This design comes from an exercise in tuning for small area, a short achievable clock period and few clock cycles per item on the open sky130 flow, not from production work.
The RTL was checked by simulation tests, not by an equivalence proof against the original design.
Power figures rest on the tool's default switching activity, not on a simulated workload.

==> build 43 <==
Design manhattan_nearest_site_area, start of the top module:
module manhattan_nearest_site_area (
  input  logic                              clk_i,
  input  logic                              rst_ni,
  input  logic                              cfg_valid_i,
  output logic                              cfg_ready_o,
  input  logic [mnsa_pkg::CFG_W-1:0]        cfg_data_i,       
  input  logic                              s_axis_tvalid,
  output logic                              s_axis_tready,
  input  logic [mnsa_pkg::S_TDATA_W-1:0]    s_axis_tdata,
  input  logic [mnsa_pkg::OP_W-1:0]         s_axis_tuser,     
  output logic                              m_axis_tvalid,
  input  logic                              m_axis_tready,
  output logic [mnsa_pkg::M_TDATA_W-1:0]    m_axis_tdata
);
  localparam int N      = mnsa_pkg::MAX_SITES;
  localparam int CW     = mnsa_pkg::COORD_BITS;
  localparam int DW     = mnsa_pkg::DIST_W;
  localparam int AW     = mnsa_pkg::AREA_W;
  localparam int KW     = mnsa_pkg::KEY_W;
  localparam int MW     = mnsa_pkg::M_TDATA_W;
  localparam logic [2:0] OP_LOAD     = mnsa_pkg::OP_LOAD;
  localparam logic [2:0] OP_CLASSIFY = mnsa_pkg::OP_CLASSIFY;
  localparam logic [2:0] OP_CLEAR    = mnsa_pkg::OP_CLEAR;
  localparam logic [2:0] OP_READ     = mnsa_pkg::OP_READ;
  localparam logic [2:0] OP_FIND     = mnsa_pkg::OP_FIND;
  localparam logic [6:0] CUTS = 7'b0010100;
  localparam int FDEPTH = 9;
  localparam int PW     = 4;    
  localparam int FB     = 8;
  logic [N-1:0] active;
  assign cfg_ready_o = 1'b1;
  always_ff @(posedge clk_i or negedge rst_ni) begin
    if (!rst_ni) begin
      active <= N'(1);
    end else if (cfg_valid_i) begin
      for (int i = 0; i < N; i++) begin
        active[i] <= (i == 0) || (32'(cfg_data_i) > i);
      end
    end
  end
  logic          tready_q;
  logic          s_acc, pop;
  logic [6:0]    sweep_q;
  logic          sweeping;
  ...
==> flow/config.mk <==
export PLATFORM = sky130hd
export DESIGN_NAME = manhattan_nearest_site_area
export DESIGN_NICKNAME = manhattan_nearest_site_area
export VERILOG_FILES = /design/flow/design.v
export SDC_FILE = /design/flow/constraint.sdc
export NUM_CORES = 4
export LEC_CHECK = 0
export CAP_MARGIN = 20
export CORE_MARGIN = 2
export CORE_UTILIZATION = 40
export SETUP_SLACK_MARGIN = 2.5
export SLEW_MARGIN = 20
export SYNTH_HIERARCHICAL = 1
==> flow/constraint.sdc <==
create_clock -name core_clock -period 8.0 [get_ports {clk_i}]
set_input_delay 1.6000 -clock core_clock [delete_from_list [all_inputs] [get_ports {clk_i}]]
set_output_delay 1.6000 -clock core_clock [all_outputs]
set_load 0.01 [all_outputs]
run.sh (not shown) runs the stock make flow with config.mk's settings and CLKGATE_MAP_FILE= SYNTH_SCRIPT=/design/flow/synth_recipe.tcl, a recipe that flattens the netlist after the stock synthesis.
==> trial 83: changes against build 43 <==
Settings changed: CORE_UTILIZATION 40 to 45, SETUP_SLACK_MARGIN 2.5 to 3.5.
==> flow_summary.ini <==
[timing]
finalWorstSetupSlack_ns = 2.34
achievable-frequency_mhz = 177
final_period_minus_worst_setup_slack_ns = 5.66

[final_layout]
post_route_utilization_pct = 45.0
non_clock_inverter_count = 2751
multi_input_area_sq_um = 161000
ff_latch_area_sq_um = 124000
num-fill-cells = 68081
non_clock_buffer_count = 716

[clock_tree]
clk_pin_slew_ns = 0.07
cts.repair_timing.setup_buffer_count = 34

[status]
run_status = finished clean

[floorplanning]
well_tap_count = 9858

[route]
detailroute.wirelength.met3_um = 111000
wl_met1_um = 442000
first_pass_iters = 9
-- figures above: build 43

==> flow_summary.ini <==
[status]
check-failures = antenna rules
run_status = complete, but fails checks

[route]
routed_antenna_nets = 1

[timing]
finalWorstSetupSlack_ns = 2.81

[floorplanning]
well_tap_count = 8700

[final_layout]
non_clock_inverter_count = 2756
multi_input_area_sq_um = 178000
non_clock_buffer_count = 1602
-- figures above: trial 83

Testbench counts of build 43, summed over its fixed seeds: cycles 3,792, items 3,728.
Testbench counts of trial 83, summed over its fixed seeds: cycles 3,792, items 3,728.

---

==> build 75 <==
manhattan_nearest_site_area, a different RTL version from the one above (not shown whole).
Design manhattan_nearest_site_area, start of the top module:
module manhattan_nearest_site_area (
  input  logic                              clk_i,
  input  logic                              rst_ni,
  input  logic                              cfg_valid_i,
  output logic                              cfg_ready_o,
  input  logic [mnsa_pkg::CFG_W-1:0]        cfg_data_i,       
  input  logic                              s_axis_tvalid,
  output logic                              s_axis_tready,
  input  logic [mnsa_pkg::S_TDATA_W-1:0]    s_axis_tdata,
  input  logic [mnsa_pkg::OP_W-1:0]         s_axis_tuser,     
  output logic                              m_axis_tvalid,
  input  logic                              m_axis_tready,
  output logic [mnsa_pkg::M_TDATA_W-1:0]    m_axis_tdata
);
  localparam int N      = mnsa_pkg::MAX_SITES;
  localparam int CW     = mnsa_pkg::COORD_BITS;
  localparam int DW     = mnsa_pkg::DIST_W;
  localparam int AW     = mnsa_pkg::AREA_W;
  localparam int KW     = mnsa_pkg::KEY_W;
  localparam int MW     = mnsa_pkg::M_TDATA_W;
  localparam logic [2:0] OP_LOAD     = mnsa_pkg::OP_LOAD;
  localparam logic [2:0] OP_CLASSIFY = mnsa_pkg::OP_CLASSIFY;
  localparam logic [2:0] OP_CLEAR    = mnsa_pkg::OP_CLEAR;
  localparam logic [2:0] OP_READ     = mnsa_pkg::OP_READ;
  localparam logic [2:0] OP_FIND     = mnsa_pkg::OP_FIND;
  localparam int CCUT   = 3;
  localparam int FDEPTH = 7;
  localparam int PW     = 3;    
  logic [N-1:0] active;
  assign cfg_ready_o = 1'b1;
  always_ff @(posedge clk_i or negedge rst_ni) begin
  ...
clock: 8.0 ns
lec_check: 0
cap_margin: 20
core_margin: 2
core_utilization: 40
slew_margin: 20
synth_hierarchical: 1
==> trial 58 (differences from build 75) <==
- CORE_UTILIZATION: 40 -> 50
- SETUP_SLACK_MARGIN: not set -> 2
==> comparison table <==
| item | trial 58 | build 75 |
|---|---|---|
| Outcome | complete, but fails checks | finished clean |
| Violated checks | antenna violations | - |
| Average detailed-routed wire length per instance | 32.7 um | 31.3 um |
| Avg Vias per Cell | 6.29 | 5.93 |
| LEAKAGE | 135 nW | 132 nW |
| Clock network power share | 20.4% | 21.4% |
| Floorplan core area | 577000 sq um | 722000 sq um |
| Sw power | 48.9 mW | 45.8 mW |
| Total clock buffers created by CTS | 479 | 481 |
| Worst R2R Start | area_q[38][8] | falive4[11] |
| Minimum setup slack after placement | 645 ps | 562 ps |
| Half-perimeter wire length after placement | 803000 um | 823000 um |
| Met2 Wirelength | 491000 um | 498000 um |
| Met3 Routed Length | 126000 um | 109000 um |
| Total length of routed wires | 1160000 um | 1160000 um |
| WP depth | 27 | 29 |
| Share of total power in combinational logic | 55.2% | 53.3% |
Testbench counts of build 75, summed over its fixed seeds: cycles 3,776, items 3,728.
Testbench counts of trial 58, summed over its fixed seeds: cycles 3,776, items 3,728.

---

==> trial 70 <==
RTL: one of the versions met above, not the one the previous note started from.
clock: 8.0 ns
lec_check: 0
cap_margin: 20
core_margin: 2
core_utilization: 40
cts_buf_list: sky130_fd_sc_hd__clkbuf_16
cts_cluster_diameter: 100
cts_cluster_size: 20
setup_slack_margin: 3.0
slew_margin: 20
synth_hierarchical: 1
==> trial 2 (differences from trial 70) <==
--- a/flow/design.v
+++ b/flow/design.v
@@ -238,24 +238,25 @@
     localparam int DEP = $clog2(k + 1) - 1;                
     localparam int M   = ((2 * k + 1) << (5 - DEP)) - N;   
     localparam int IW  = 5 - DEP;                           
     logic [DW-1:0] d_c;
     logic [IW:0]   i_c;
     logic          t_c;
-    mnsa_min2 #(.IW(IW)) u_min (
-      .dl_i (cd[2*k]),
-      .dr_i (cd[2*k+1]),
-      .il_i (ci[2*k][(IW > 0 ? IW : 1)-1:0]),
-      .ir_i (ci[2*k+1][(IW > 0 ? IW : 1)-1:0]),
-      .tl_i (ct[2*k]),
-      .tr_i (ct[2*k+1]),
-      .vr_i (active[M]),
-      .d_o  (d_c),
-      .i_o  (i_c),
-      .t_o  (t_c)
-    );
+    logic          vr, selr;
+    logic [1:0]    le;
+    assign vr   = active[M];
+    assign le   = mnsa_pkg::lt_eq(32'(cd[2*k+1]), 32'(cd[2*k]));
+    assign selr = vr && le[1];
+    assign d_c  = selr ? cd[2*k+1] : cd[2*k];
+    if (IW > 0) begin : g_idx
+      assign i_c = selr ? {1'b1, ci[2*k+1][(IW > 0 ? IW : 1)-1:0]}
+                        : {1'b0, ci[2*k][(IW > 0 ? IW : 1)-1:0]};
+    end else begin : g_leaf
+      assign i_c = selr;
+    end
+    assign t_c  = selr ? ct[2*k+1] : (ct[2*k] || (vr && le[0]));
     if (CUTS[DEP]) begin : g_reg
       logic [DW-1:0] d_q;
       logic [IW:0]   i_q;
       logic          t_q;
       always_ff @(posedge clk_i) begin
         d_q <= d_c;
- SETUP_SLACK_MARGIN: 3.0 -> 3.5
- TNS_END_PERCENT: not set -> 10
==> build 35 (differences from trial 70) <==
--- a/flow/design.v
+++ b/flow/design.v
@@ -238,24 +238,25 @@
     localparam int DEP = $clog2(k + 1) - 1;                
     localparam int M   = ((2 * k + 1) << (5 - DEP)) - N;   
     localparam int IW  = 5 - DEP;                           
     logic [DW-1:0] d_c;
     logic [IW:0]   i_c;
     logic          t_c;
-    mnsa_min2 #(.IW(IW)) u_min (
-      .dl_i (cd[2*k]),
-      .dr_i (cd[2*k+1]),
-      .il_i (ci[2*k][(IW > 0 ? IW : 1)-1:0]),
-      .ir_i (ci[2*k+1][(IW > 0 ? IW : 1)-1:0]),
-      .tl_i (ct[2*k]),
-      .tr_i (ct[2*k+1]),
-      .vr_i (active[M]),
-      .d_o  (d_c),
-      .i_o  (i_c),
-      .t_o  (t_c)
-    );
+    logic          vr, selr;
+    logic [1:0]    le;
+    assign vr   = active[M];
+    assign le   = mnsa_pkg::lt_eq(32'(cd[2*k+1]), 32'(cd[2*k]));
+    assign selr = vr && le[1];
+    assign d_c  = selr ? cd[2*k+1] : cd[2*k];
+    if (IW > 0) begin : g_idx
+      assign i_c = selr ? {1'b1, ci[2*k+1][(IW > 0 ? IW : 1)-1:0]}
+                        : {1'b0, ci[2*k][(IW > 0 ? IW : 1)-1:0]};
+    end else begin : g_leaf
+      assign i_c = selr;
+    end
+    assign t_c  = selr ? ct[2*k+1] : (ct[2*k] || (vr && le[0]));
     if (CUTS[DEP]) begin : g_reg
       logic [DW-1:0] d_q;
       logic [IW:0]   i_q;
       logic          t_q;
       always_ff @(posedge clk_i) begin
         d_q <= d_c;
- CTS_CLUSTER_SIZE: 20 -> 25
- TNS_END_PERCENT: not set -> 10
==> notes <==
- Build 35 produced a clean layout. Trial 2 ran to the end with violations: antenna rules. Trial 70 passed the timing, DRC and antenna checks.
- Against trial 2, the register-to-register slack of build 35 is lower by 0.47 ns.
- The lowest count of clock-buffer cells in the layout belongs to build 35, the highest to trial 2.
- Power: trial 70 > trial 2 > build 35.
- Combinational power: build 35 is smaller than trial 2 (about 4%).
- The lowest fmax belongs to build 35, the highest to trial 2.
- The highest clock skew belongs to build 35, the lowest to trial 70.
- Global-route usage, highest first: trial 2, trial 70, build 35.
- Sequential power is about the same in trial 70 and trial 2.
==> figures <==
| quantity | build 35 | trial 2 | trial 70 |
|---|---|---|---|
| Run status | no timing/DRC/antenna violations | failed layout checks | no timing/DRC/antenna violations |
| Violated checks | - | antenna rules | - |
| Sequential share of the synthesized area | 0.425 | 0.425 | 0.418 |
| Final non-filler cell total | 36700 | 37000 | 37100 |
| Logic power comb | 0.0412 W | 0.0428 W | 0.0485 W |
| Layout Utilization | 0.440 | 0.454 | 0.445 |
| Share of synthesized cell area in full adder, half adder and majority cells | 0.192 | 0.192 | 0.188 |
| Area of the die | 0.736 mm² | 0.736 mm² | 0.750 mm² |
| Endpoint of the most critical register-to-register path | rda2[14] | fk3[1] | rda2[0] |
| Clock-pin slew of the registers on the worst-case setup and hold paths | 0.11 ns | 0.11 ns | 0.09 ns |
| Simple-gate share of the synthesized area | 0.0881 | 0.0881 | 0.0851 |
| Internal power contribution | 0.0516 W | 0.0537 W | 0.0577 W |
| Share of cells above drive strength 1 | 0.100 | 0.131 | 0.158 |
| Proportion of cell area occupied by registers | 0.388 | 0.377 | 0.377 |
| Number of diodes added for antenna fixing | 135 | 127 | 101 |
| Vias | 217000 | 220000 | 218000 |
| Launch instance of the worst register-to-register path | a1[1] | area_q[11][6] | a1[0] |
| Count of yosys warnings during synthesis | 16 | 16 | 22 |
| WHS | 0.325 ns | 0.322 ns | 0.324 ns |
Testbench counts of trial 70, summed over its fixed seeds: cycles 3,792, items 3,728.
Testbench counts of trial 2, summed over its fixed seeds: cycles 3,792, items 3,728.
Testbench counts of build 35, summed over its fixed seeds: cycles 3,792, items 3,728.

what the ideal ports hide:
How much do the figures lean on ideal ports? The routed layouts below were timed once more, with nothing changed but the port constraints.
Step 1 assumes that a clkbuf_16 drives the clock port and a buf_2 every other input.
Step 2 also shifts input and output timing later by t, the mid clock arrival at the registers, as if the neighbouring blocks saw the same clock.
a / b / c = ideal / step 1 / step 2; a / b = the first two.
run | t, ns | setup slack, ns | worst setup path after step 2 | slew at the worst register clock pin (ns) | worst slew at a driven data input, ns
build 43 | 1.231 | 2.338 / 2.338 / 2.338 | register to register | 0.08 / 0.08 | 0.36
trial 83 | 1.271 | 2.806 / 2.806 / 2.806 | register to register | 0.08 / 0.08 | 0.30
build 75 | 1.258 | 0.404 / 0.404 / 0.404 | register to register | 0.08 / 0.08 | 0.44
trial 58 | 1.280 | 1.242 / 1.242 / 1.242 | register to register | 0.08 / 0.08 | 0.39
trial 70 | 1.203 | 2.865 / 2.865 / 2.865 | register to register | 0.11 / 0.11 | 0.40
trial 2 | 1.182 | 2.917 / 2.917 / 2.917 | register to register | 0.11 / 0.11 | 0.42
build 35 | 1.259 | 2.451 / 2.451 / 2.451 | register to register | 0.12 / 0.12 | 0.39
